This is an optimization exercise on Yosys and OpenROAD, whose aim is small area, a short achievable clock period and few clock cycles per item, not a production implementation.
Function was checked by simulation only, so behaviour that the tests miss may differ from the original.
Power figures rest on the tool's default switching activity, not on a simulated workload.

Design data_memory_ctrl, start of the top module:
module data_memory_ctrl (
  input  logic        clk,
  input  logic        rst,
  input  logic        req_valid,
  output logic        req_ready,
  input  logic        req_we,
  input  logic [2:0]  req_funct3,
  input  logic [31:0] req_addr,
  input  logic [31:0] req_wdata,
  output logic        rsp_valid,
  output logic [31:0] rsp_rdata,
  output logic        rsp_err
);
export LEC_CHECK = 0
export ABC_CLOCK_PERIOD_IN_PS = 2500
export CAP_MARGIN = 20
export CORE_MARGIN = 2
export CORE_UTILIZATION = 70
export CTS_CLUSTER_DIAMETER = 120
export CTS_CLUSTER_SIZE = 25
export SETUP_SLACK_MARGIN = 3.0
export SLEW_MARGIN = 20
export SYNTH_HIERARCHICAL = 1
create_clock -name core_clock -period 5.5 [get_ports {clk}]
standard.sh (not shown) runs the stock make flow with config.mk's settings and CLKGATE_MAP_FILE= SYNTH_SCRIPT=/design/flow/synth_recipe.tcl, a recipe that flattens the netlist after the stock synthesis.
==> flow/flow/run.sh <==
#!/bin/bash
set -euo pipefail
bash standard.sh \
  MATCH_CELL_FOOTPRINT=0 \
  "BUFFER_PORTS_ARGS=-buffer_cell sky130_fd_sc_hd__buf_2" \
  "CTS_ARGS=-sink_clustering_enable -repair_clock_nets -sink_clustering_size 25 -sink_clustering_max_diameter 120 -dont_use_dummy_load" \
  finish > flow_make.log 2>&1
Testbench counts at the start, summed over its fixed seeds: cycles 12,024, items 12,000.
Rerun with:
==> flow/run.sh (new file) <==
#!/bin/bash
# synth_recipe.tcl (not shown) runs the flow's synth.tcl, then flattens the netlist and writes it again
# the make line also repeats each setting of config.mk as NAME=value (left out here)
make -C /OpenROAD-flow-scripts/flow DESIGN_CONFIG=/design/flow/config.mk WORK_HOME=/design/flow/orfs CLKGATE_MAP_FILE= SYNTH_SCRIPT=/design/flow/synth_recipe.tcl finish
removed: flow/flow/run.sh
removed: flow/standard.sh
Outcome:
- via count went up by 0.73%
- register-to-register slack improves by 20 ps
- synthesized cell count stays the same
- area after synthesis does not change
- setup slack degrades by 31 ps
- final cell count rose by 1.1%
- global-route usage is lower by 0.14 points
- power goes up by 1.9%
- wire length stays flat

---

data_memory_ctrl, a different RTL version from the one above (not shown whole).
Size in the first run: roughly 6400 cells after synthesis, ~2300 flip-flops, ~110 I/O pins.
Settings: LEC_CHECK=0, ABC_CLOCK_PERIOD_IN_PS=2500, CAP_MARGIN=20, CORE_MARGIN=2, CORE_UTILIZATION=65, CTS_CLUSTER_DIAMETER=120, CTS_CLUSTER_SIZE=25, SETUP_SLACK_MARGIN=3.5, SLEW_MARGIN=20, SYNTH_HIERARCHICAL=1; clock period 5.5 ns.
==> flow/flow/run.sh <==
#!/bin/bash
set -euo pipefail
bash standard.sh \
  MATCH_CELL_FOOTPRINT=0 \
  "BUFFER_PORTS_ARGS=-buffer_cell sky130_fd_sc_hd__buf_2" \
  "CTS_ARGS=-sink_clustering_enable -repair_clock_nets -sink_clustering_size 25 -sink_clustering_max_diameter 120 -dont_use_dummy_load" \
  finish > flow_make.log 2>&1
The starting point completed without violations.
Testbench counts at the start, summed over its fixed seeds: cycles 12,024, items 12,000.
==> next run, changes <==
- SETUP_SLACK_MARGIN: 3.5 -> 3.3
=> The changed run passed the timing, DRC and antenna checks. Setup slack is better by 55 ps. Via count decreases by 2.1%. Global-route usage decreases by 2.5 points. Register-to-register slack is better by 90 ps. Routed wire length decreases by 5.5%. First-iteration DRC count decreases by 11%. Clock skew increases by 4.2 ps. Cell area decreases by 1.9%.
==> next run, changes <==
- CORE_UTILIZATION: 65 -> 70
=> The new run went through all stages and came out clean; setup slack degrades by 21 ps; power hardly moves; non-clock buffer count went up by 18.
==> next run, changes <==
- CORE_UTILIZATION: 70 -> 60
Count of clock-buffer cells in the layout does not change.
Clock power rises by about 0.9%.
Wire length rises by 6.2%.
Die area rises by 16%.

---

Setup of v6:
Another version of the RTL of data_memory_ctrl (not shown whole).
Size in the first run: about 6400 cells after synthesis, ~2200 flip-flops, ~110 I/O pins.
Settings: LEC_CHECK=0, ABC_CLOCK_PERIOD_IN_PS=2500, CAP_MARGIN=20, CORE_MARGIN=2, CORE_UTILIZATION=70, CTS_CLUSTER_DIAMETER=120, CTS_CLUSTER_SIZE=25, SETUP_SLACK_MARGIN=3.3, SLEW_MARGIN=20, SYNTH_HIERARCHICAL=1; clock period 5.5 ns.
Scripts as last shown in full above: flow/flow/run.sh
v6 was carried through to the last stage, and its layout satisfied the timing, DRC and antenna checks.
Testbench counts of v6, summed over its fixed seeds: cycles 12,024, items 12,000.
Modified inputs, v7 compared to v6
-- flow/config.mk --
<<< v6, line 14
export SETUP_SLACK_MARGIN = 3.3
>>> v7, line 14
export SETUP_SLACK_MARGIN = 3.5
v7 -> v6: net count of the mapped netlist delta 0, exact match
Reported for v7 and v6, average instance area after synthesis turned out identical to the last digit.
Per the comparison of v7 with v6, post-CTS clock slew at the launch and capture registers of the worst setup and hold paths now sits at about the same level; net count of the finished layout now sits higher; number of non-clock buffers in the layout now sits higher; via count of the first global-routing pass now sits lower.
Taking v6 as the reference, in v7 area of combinational cells with multiple inputs has increased, critical path depth has decreased, finished layout cell area has increased, net switching component of the power has increased.

---

Setup of the reference run:
data_memory_ctrl, a different RTL version from the one above (not shown whole).
Size in the first run: roughly 3800 cells after synthesis, about 2200 flip-flops, about 110 I/O pins.
## data_memory_ctrl
module data_memory_ctrl (
  input  logic        clk,
  input  logic        rst,
  input  logic        req_valid,
  output logic        req_ready,
  input  logic        req_we,
  input  logic [2:0]  req_funct3,
  input  logic [31:0] req_addr,
  input  logic [31:0] req_wdata,
  output logic        rsp_valid,
  output logic [31:0] rsp_rdata,
  output logic        rsp_err
);
Settings: LEC_CHECK=0, ABC_CLOCK_PERIOD_IN_PS=2500, CAP_MARGIN=20, CORE_MARGIN=2, CORE_UTILIZATION=70, CTS_CLUSTER_DIAMETER=120, CTS_CLUSTER_SIZE=25, SETUP_SLACK_MARGIN=3.0, SLEW_MARGIN=20, SYNTH_HIERARCHICAL=1; clock period 5.5 ns.
run.sh (not shown) runs the stock make flow with config.mk's settings and CLKGATE_MAP_FILE= SYNTH_SCRIPT=/design/flow/synth_recipe.tcl, a recipe that flattens the netlist after the stock synthesis.
Stock flow here: none of the scripts above is used.
Having completed the whole flow, the reference run delivered a layout that passed the timing, DRC and antenna checks.
Testbench counts of the reference run, summed over its fixed seeds: cycles 12,024, items 12,000.
### the reference run -> the trial run
- CTS_CLUSTER_DIAMETER removed (was 120)
- CTS_CLUSTER_SIZE changed from 25 to 30
Findings:
When the trial run is measured against the reference run, its part of the power in combinational logic turns out 0.6 points lower. Going from the reference run to the trial run, setup slack level, total global-route track usage moved up, overall power after layout moved up, sequential share of layout area moved down. The reference run → the trial run: required time of the critical path grew by 80 ps; clock tree buffer count of the final layout rose by 104. The trial run — wire length 3700 um higher, the reference run as reference. Diff the reference run -> the trial run | clock power | increase of about 60%.

---

data_memory_ctrl with an RTL version that a note above also has.
Size in the first run: ~4000 cells after synthesis, about 2200 flip-flops, about 110 I/O pins.
==> flow/config.mk <==
export PLATFORM = sky130hd
export DESIGN_NAME = data_memory_ctrl
export DESIGN_NICKNAME = data_memory_ctrl
export VERILOG_FILES = /design/flow/design.v
export SDC_FILE = /design/flow/constraint.sdc
export NUM_CORES = 4
export LEC_CHECK = 0
export ABC_CLOCK_PERIOD_IN_PS = 2500
export CAP_MARGIN = 20
export CORE_MARGIN = 2
export CORE_UTILIZATION = 70
export CTS_CLUSTER_DIAMETER = 120
export CTS_CLUSTER_SIZE = 25
export SETUP_SLACK_MARGIN = 3.3
export SLEW_MARGIN = 20
export SYNTH_HIERARCHICAL = 1
==> flow/constraint.sdc <==
create_clock -name core_clock -period 5.5 [get_ports {clk}]
set_input_delay 1.1000 -clock core_clock [delete_from_list [all_inputs] [get_ports {clk}]]
set_output_delay 1.1000 -clock core_clock [all_outputs]
set_load 0.01 [all_outputs]
standard.sh (not shown) runs the stock make flow with config.mk's settings and CLKGATE_MAP_FILE= SYNTH_SCRIPT=/design/flow/synth_recipe.tcl, a recipe that flattens the netlist after the stock synthesis.
Scripts as last shown in full above: flow/flow/run.sh
The first run ran to the end with no violations.
Testbench counts at the start, summed over its fixed seeds: cycles 12,024, items 12,000.
Rerun with:
Settings changed: SETUP_SLACK_MARGIN 3.3 to 3.5.
Outcome:
- core utilization rose by 1.3 points
- setup slack gains 0.048 ns
- clock skew decreases by 0.0074 ns
- hold slack degrades by 0.010 ns
- total power stays flat
- critical path depth is unchanged
- cell area went up by 1.6%
- die area does not change

## afterwards: timing with drivers on the ports
Ports are ideal in the flow. The routed layouts listed here were re-timed in OpenROAD. Step 1: set_driving_cell puts a clkbuf_16 on clk and a buf_2 on each other input, an assumption about the parent block. Step 2 also shifts input and output timing later by t, the mid clock arrival at the registers, as if the neighbouring blocks saw the same clock. a / b / c = ideal ports / drivers / drivers and shift; a / b = the first two.
run	t (ns)	setup WS [ns]	hold slack, ns
the first run of note 1	0.778	3.045 / 3.030 / 2.862	0.354 / 0.354 / 0.354
the second run of note 1	0.790	3.014 / 2.935 / 2.422	0.380 / 0.380 / 0.380
the first run of note 2	0.799	3.127 / 3.115 / 2.779	0.337 / 0.337 / 0.337
the second run of note 2	0.795	3.182 / 3.108 / 2.616	0.335 / 0.335 / 0.335
the third run of note 2	0.798	3.162 / 3.089 / 2.549	0.330 / 0.330 / 0.330
the fourth run of note 2	0.786	3.193 / 3.118 / 2.618	0.330 / 0.330 / 0.330
v6	0.776	3.027 / 3.027 / 2.557	0.332 / 0.332 / 0.332
v7	0.791	3.105 / 3.022 / 2.820	0.339 / 0.339 / 0.339
the reference run	0.800	2.763 / 2.763 / 2.444	0.322 / 0.322 / 0.322
the trial run	0.865	2.761 / 2.761 / 2.447	0.331 / 0.331 / 0.331
the first run of note 5	0.780	3.185 / 3.106 / 2.857	0.350 / 0.350 / 0.350
the second run of note 5	0.790	3.234 / 3.154 / 2.859	0.340 / 0.340 / 0.340
After both steps every run listed still meets setup and hold. For the third run of note 2, which loses most, drivers alone change the setup slack by -0.073 ns; drivers and shift together by -0.613 ns.
